Source: an optimization exercise on an open RTL-to-GDS flow (aim: small area, a short achievable clock period and few clock cycles per item). Production flows keep margins and buffers that such runs may drop.
RTL that was checked went through simulation tests only; none was proved equivalent to the original.

// sw_core
module sw_core (
    input  logic        clk,
    input  logic        rst,
    input  logic        i_valid,
    input  logic [31:0] i_ref_seq,
    input  logic [15:0] i_read_seq,
    input  logic [4:0]  i_ref_len,
    input  logic [3:0]  i_read_len,
    input  logic        i_ready,
    output logic        o_ready,
    output logic        o_valid,
    output logic [9:0]  o_score,
    output logic [2:0]  o_row,
    output logic [3:0]  o_column
);
For scale: ~2400 cells after synthesis, about 80 I/O pins, roughly 0.015 mm^2 of cells after synthesis.
==> module sw_pe, before the edit <==
module sw_pe #(
    parameter int ROW = 0
) (
    input  logic       i_first,
    input  logic       i_match,
    input  logic [5:0] i_left_ht,
    input  logic [5:0] i_left_et,
    input  logic [5:0] i_diag_ht,
    output logic [5:0] o_et,
    output logic [5:0] o_key,
    output logic [5:0] o_self
);
    function automatic logic gt(input logic [5:0] a, input logic [5:0] b);
        logic g;
        g = 1'b0;
        for (int i = 0; i < 6; i++) begin
            g = (a[i] & ~b[i]) | (a[i] & g) | (~b[i] & g);
        end
        gt = g;
    endfunction
    localparam logic [5:0] KMASK = 6'((1 << $clog2(6 * ROW + 8)) - 1);
    logic [5:0] a2;
    logic [5:0] b2;
    logic [5:0] d2;
    logic       a_gt_b;
    logic       d_top;
    logic       s_d;
    logic       s_a;
    logic       s_b;
    assign a2 = KMASK & 6'(int'(i_left_et) - 1);
    assign b2 = KMASK & ((int'(i_left_ht) > ROW + 7) ? 6'(int'(i_left_ht) - 5) : 6'(ROW + 2));
    generate
        if (ROW == 0) begin : g_top
            assign d2 = i_match ? 6'd7 : 6'd2;
        end else begin : g_below
            assign d2 = KMASK & (i_diag_ht + {!i_match, !i_match, !i_match, 1'b1, 1'b0, !i_match});
        end
    endgenerate
    assign a_gt_b = gt(a2, b2);
    assign d_top  = !gt(a2, d2) && !gt(b2, d2);
    assign s_d    = !i_first && d_top;
    assign s_a    = !i_first && !d_top && a_gt_b;
    assign s_b    = !i_first && !d_top && !a_gt_b;
    assign o_et   = i_first ? 6'(ROW + 2) : (a_gt_b ? a2 : b2);
    assign o_key  = ({6{s_d}} & d2) | ({6{s_a}} & a2) | ({6{s_b}} & b2)
                  | ({6{i_first}} & (i_match ? 6'(ROW + 7) : 6'(ROW + 2)));
    assign o_self = o_key + 6'd2;
endmodule
Settings: LEC_CHECK=0, ABC_AREA=1, CAP_MARGIN=20, CORE_MARGIN=2, CORE_UTILIZATION=40, CTS_BUF_LIST=sky130_fd_sc_hd__clkbuf_8, SLEW_MARGIN=20; clock period 13.0 ns.
run.sh (not shown) runs the stock make flow with config.mk's settings and CLKGATE_MAP_FILE= SYNTH_SCRIPT=/design/flow/synth_recipe.tcl, a recipe that flattens the netlist after the stock synthesis.
Testbench counts at the start, summed over its fixed seeds: cycles 19,677, jobs 1,600.
Then changed:
--- a/flow/design.v
+++ b/flow/design.v
@@ -90,5 +90,11 @@
     logic       s_b;
     assign a2 = KMASK & 6'(int'(i_left_et) - 1);
-    assign b2 = KMASK & ((int'(i_left_ht) > ROW + 7) ? 6'(int'(i_left_ht) - 5) : 6'(ROW + 2));
+    generate
+        if (ROW == 0) begin : g_b_top
+            assign b2 = KMASK & ((int'(i_left_ht) > ROW + 7) ? 6'(int'(i_left_ht) - 5) : 6'(ROW + 2));
+        end else begin : g_b
+            assign b2 = KMASK & 6'(int'(i_left_ht) - 5);
+        end
+    endgenerate
     generate
         if (ROW == 0) begin : g_top
@@ -103,5 +109,7 @@
     assign s_a    = !i_first && !d_top && a_gt_b;
     assign s_b    = !i_first && !d_top && !a_gt_b;
-    assign o_et   = i_first ? 6'(ROW + 2) : (a_gt_b ? a2 : b2);
+    logic [5:0] et;
+    assign et   = a_gt_b ? a2 : b2;
+    assign o_et = (i_first || !(int'(et) > ROW + 3)) ? 6'(ROW + 3) : et;
     assign o_key  = ({6{s_d}} & d2) | ({6{s_a}} & a2) | ({6{s_b}} & b2)
                   | ({6{i_first}} & (i_match ? 6'(ROW + 7) : 6'(ROW + 2)));
Global-route usage came out higher by 0.60 points.
Synthesized cell count went down by 0.37%.
Utilization came out higher by 0.27 points.
Clock-buffer cell count is unchanged.
Worst setup slack loses 0.017 ns.
Fmax went down by 0.35%.
Clock skew barely changes.
Via count increases by 1.1%.
Function not checked in the second run of this note: the RTL went through the layout flow alone.


Another version of the RTL of sw_core (not shown whole).
For scale: ~2600 cells after synthesis, roughly 150 flip-flops, ~80 I/O pins, about 0.015 mm² of cells after synthesis.
export LEC_CHECK = 0
export ABC_AREA = 1
export CAP_MARGIN = 20
export CORE_MARGIN = 2
export CORE_UTILIZATION = 40
export SLEW_MARGIN = 20
create_clock -name core_clock -period 13.0 [get_ports {clk}]
The baseline completed with no timing, DRC or antenna violations.
Change:
--- a/flow/design.v
+++ b/flow/design.v
@@ -80,29 +80,30 @@
         gt = g;
     endfunction
     localparam logic [5:0] KMASK = 6'((1 << $clog2(6 * ROW + 8)) - 1);
     logic [5:0] a2;
     logic [5:0] b2;
     logic [5:0] d2;
     logic       a_gt_b;
     logic       d_top;
     logic       s_d;
     logic       s_a;
     logic       s_b;
-    assign a2 = KMASK & 6'(int'(i_left_et) - 1);
+    assign a2 = KMASK & ((int'(i_left_et) > ROW + 2) ? 6'(int'(i_left_et) - 1) : 6'(ROW + 2));
     assign b2 = KMASK & ((int'(i_left_ht) > ROW + 7) ? 6'(int'(i_left_ht) - 5) : 6'(ROW + 2));
     generate
         if (ROW == 0) begin : g_top
             assign d2 = i_match ? 6'd7 : 6'd2;
         end else begin : g_below
-            assign d2 = KMASK & (i_match ? 6'(int'(i_diag_ht) + 4) : 6'(int'(i_diag_ht) - 3));
+            assign d2 = KMASK & (i_match ? 6'(int'(i_diag_ht) + 4)
+                      : ((int'(i_diag_ht) > ROW + 5) ? 6'(int'(i_diag_ht) - 3) : 6'(ROW + 2)));
         end
     endgenerate
     assign a_gt_b = gt(a2, b2);
     assign d_top  = !gt(a2, d2) && !gt(b2, d2);
     assign s_d    = !i_first && d_top;
     assign s_a    = !i_first && !d_top && a_gt_b;
     assign s_b    = !i_first && !d_top && !a_gt_b;
     assign o_et   = i_first ? 6'(ROW + 2) : (a_gt_b ? a2 : b2);
     assign o_key  = ({6{s_d}} & d2) | ({6{s_a}} & a2) | ({6{s_b}} & b2)
                   | ({6{i_first}} & (i_match ? 6'(ROW + 7) : 6'(ROW + 2)));
     assign o_self = o_key + 6'd2;
@@ -151,43 +152,22 @@
         logic bd;
         logic cd;
         ab = !gt(b, a);
         ac = !gt(c, a);
         ad = !gt(d, a);
         bc = !gt(c, b);
         bd = !gt(d, b);
         cd = !gt(d, c);
         max4 = ({6{ab && ac && ad}} & a) | ({6{!ab && bc && bd}} & b)
              | ({6{!ac && !bc && cd}} & c) | ({6{!ad && !bd && !cd}} & d);
     endfunction
-    function automatic logic gt_p2(input logic [5:0] a, input logic [5:0] b);
-        logic g;
-        g = 1'b1;
-        for (int k = 5; k >= 0; k--) begin
-            g = !gt(6'(b >> (k + 1)), 6'(a >> (k + 1))) || (a[k] && !b[k] && g);
-        end
-        gt_p2 = g;
-    endfunction
-    function automatic logic [5:0] top2(input logic [5:0] k, input logic [5:0] m);
-        top2 = gt_p2(k, m) ? 6'(k + 6'd2) : m;
-    endfunction
-    function automatic logic [5:0] top3(input logic [5:0] k, input logic [5:0] m1,
-                                        input logic [5:0] m2);
-        logic s1;
-        logic s2;
-        logic m21;
-        s1  = gt_p2(k, m1);
-        s2  = gt_p2(k, m2);
-        m21 = gt(m2, m1);
-        top3 = ({6{s1 && s2}} & 6'(k + 6'd2)) | ({6{!s1 && !m21}} & m1) | ({6{!s2 && m21}} & m2);
-    endfunction
     function automatic int ht_bits(input int r);
         ht_bits = $clog2(6 * r + 10);
     endfunction
     function automatic int e_bits(input int r);
         e_bits = $clog2(6 * r + 5);
     endfunction
     logic [5:0] ht   [0:N-1];
     logic [5:0] e    [0:N-1];
     logic [5:0] e_n  [0:N-1];
     logic [5:0] key  [0:N-1];
     logic [5:0] self [0:N-1];
@@ -214,40 +194,36 @@
                 .i_diag_ht (diag),
                 .o_et      (e_n[r]),
                 .o_key     (key[r]),
                 .o_self    (self[r])
             );
             always_ff @(posedge clk) begin
                 ht_q <= HB'(ht_n[r]);
                 e_q  <= EB'(e_n[r]);
             end
         end
     endgenerate
-    logic [5:0] m01;
-    logic [5:0] m012;
     logic [5:0] m0123;
     logic [5:0] m45;
     logic [5:0] m456;
-    assign m01   = max2(key[0], key[1]);
-    assign m012  = max3(key[0], key[1], key[2]);
     assign m0123 = max4(key[0], key[1], key[2], key[3]);
     assign m45   = max2(key[4], key[5]);
     assign m456  = max3(key[4], key[5], key[6]);
     assign ht_n[0] = self[0];
-    assign ht_n[1] = top2(key[1], key[0]);
-    assign ht_n[2] = top2(key[2], m01);
-    assign ht_n[3] = top2(key[3], m012);
-    assign ht_n[4] = top2(key[4], m0123);
-    assign ht_n[5] = top3(key[5], m0123, key[4]);
-    assign ht_n[6] = top3(key[6], m0123, m45);
-    assign ht_n[7] = top3(key[7], m0123, m456);
+    assign ht_n[1] = max2(self[1], key[0]);
+    assign ht_n[2] = max3(self[2], key[0], key[1]);
+    assign ht_n[3] = max4(self[3], key[0], key[1], key[2]);
+    assign ht_n[4] = max2(self[4], m0123);
+    assign ht_n[5] = max3(self[5], m0123, key[4]);
+    assign ht_n[6] = max3(self[6], m0123, m45);
+    assign ht_n[7] = max3(self[7], m0123, m456);
     always_ff @(posedge clk or posedge rst) begin
         if (rst) begin
             o_last <= 1'b0;
         end else begin
             o_last <= i_last;
         end
     end
     always_ff @(posedge clk) begin
         o_first <= i_first;
     end
     generate
@@ -283,30 +259,26 @@
         end
         gt = g;
     endfunction
     function automatic logic gt9(input logic [8:0] a, input logic [8:0] b);
         logic g;
         g = 1'b0;
         for (int i = 0; i < 9; i++) begin
             g = (a[i] & ~b[i]) | (a[i] & g) | (~b[i] & g);
         end
         gt9 = g;
     endfunction
-    logic [3:0] read_len;
     logic [7:0] row_en;
     always_ff @(posedge clk) begin
-        read_len <= i_read_len;
-    end
-    always_comb begin
         for (int r = 0; r < N; r++) begin
-            row_en[r] = (4'(r) < read_len);
+            row_en[r] <= (4'(r) < i_read_len);
         end
     end
     logic [5:0] h [0:N-1];
     generate
         for (genvar r = 0; r < N; r++) begin : g_h
             localparam logic [5:0] HMASK = 6'((1 << $clog2(5 * r + 6)) - 1);
             assign h[r] = row_en[r] ? (HMASK & 6'(i_ht[6*r +: 6] - 6'(r + 4))) : 6'd0;
         end
     endgenerate
     logic [5:0] s1 [0:3];
     logic [2:0] r1 [0:3];
After rerunning: The new run produced a clean layout; global-route usage drops by 0.94 points; cell count climbs slightly; critical path depth drops by 5; sequential share of layout area stays flat; design area climbs by a few percent; count of clock-buffer cells in the layout climbs by 2; setup slack is worse by 0.046 ns; synthesized cell count climbs slightly; fmax drops slightly.
Testbench counts after the change, summed over its fixed seeds: cycles 19,677, jobs 1,600.
The RTL of the first run of this note was laid out without a check of its function.

afterwards: timing with drivers on the ports:
How much do the figures lean on ideal ports? The routed layouts below were timed once more, with nothing changed but the port constraints. Step 1 (the two cells are an assumption about what drives the block):
set clk [get_ports {clk}]
set_driving_cell -lib_cell sky130_fd_sc_hd__clkbuf_16 $clk
set_driving_cell -lib_cell sky130_fd_sc_hd__buf_2 [delete_from_list [all_inputs] $clk]
Step 2 adds t to the input delays and takes it off the output delays; t is the mean of the earliest and latest rising clock arrival at the registers after step 1. Input paths then give back, and output paths get back, about the clock's delay inside the block. Three values: ideal, step 1, step 2; two values: the first two.
run | t, ns | setup WS [ns] | hold WS [ns] | worst register clock-pin slew, ns | cell pins on the clock port's net
the first run of note 1 | 0.549 | 8.188 / 8.188 / 8.188 | 0.334 / 0.334 / 0.334 | 0.10 / 0.10 | 1
the second run of note 1 | 0.532 | 8.171 / 8.171 / 8.171 | 0.323 / 0.323 / 0.323 | 0.10 / 0.10 | 1
the first run of note 2 | 0.506 | 8.258 / 8.258 / 8.258 | 0.331 / 0.331 / 0.331 | 0.07 / 0.07 | 1
the second run of note 2 | 0.514 | 8.212 / 8.212 / 8.212 | 0.340 / 0.340 / 0.340 | 0.07 / 0.07 | 1
After both steps setup and hold are still met in every run listed.
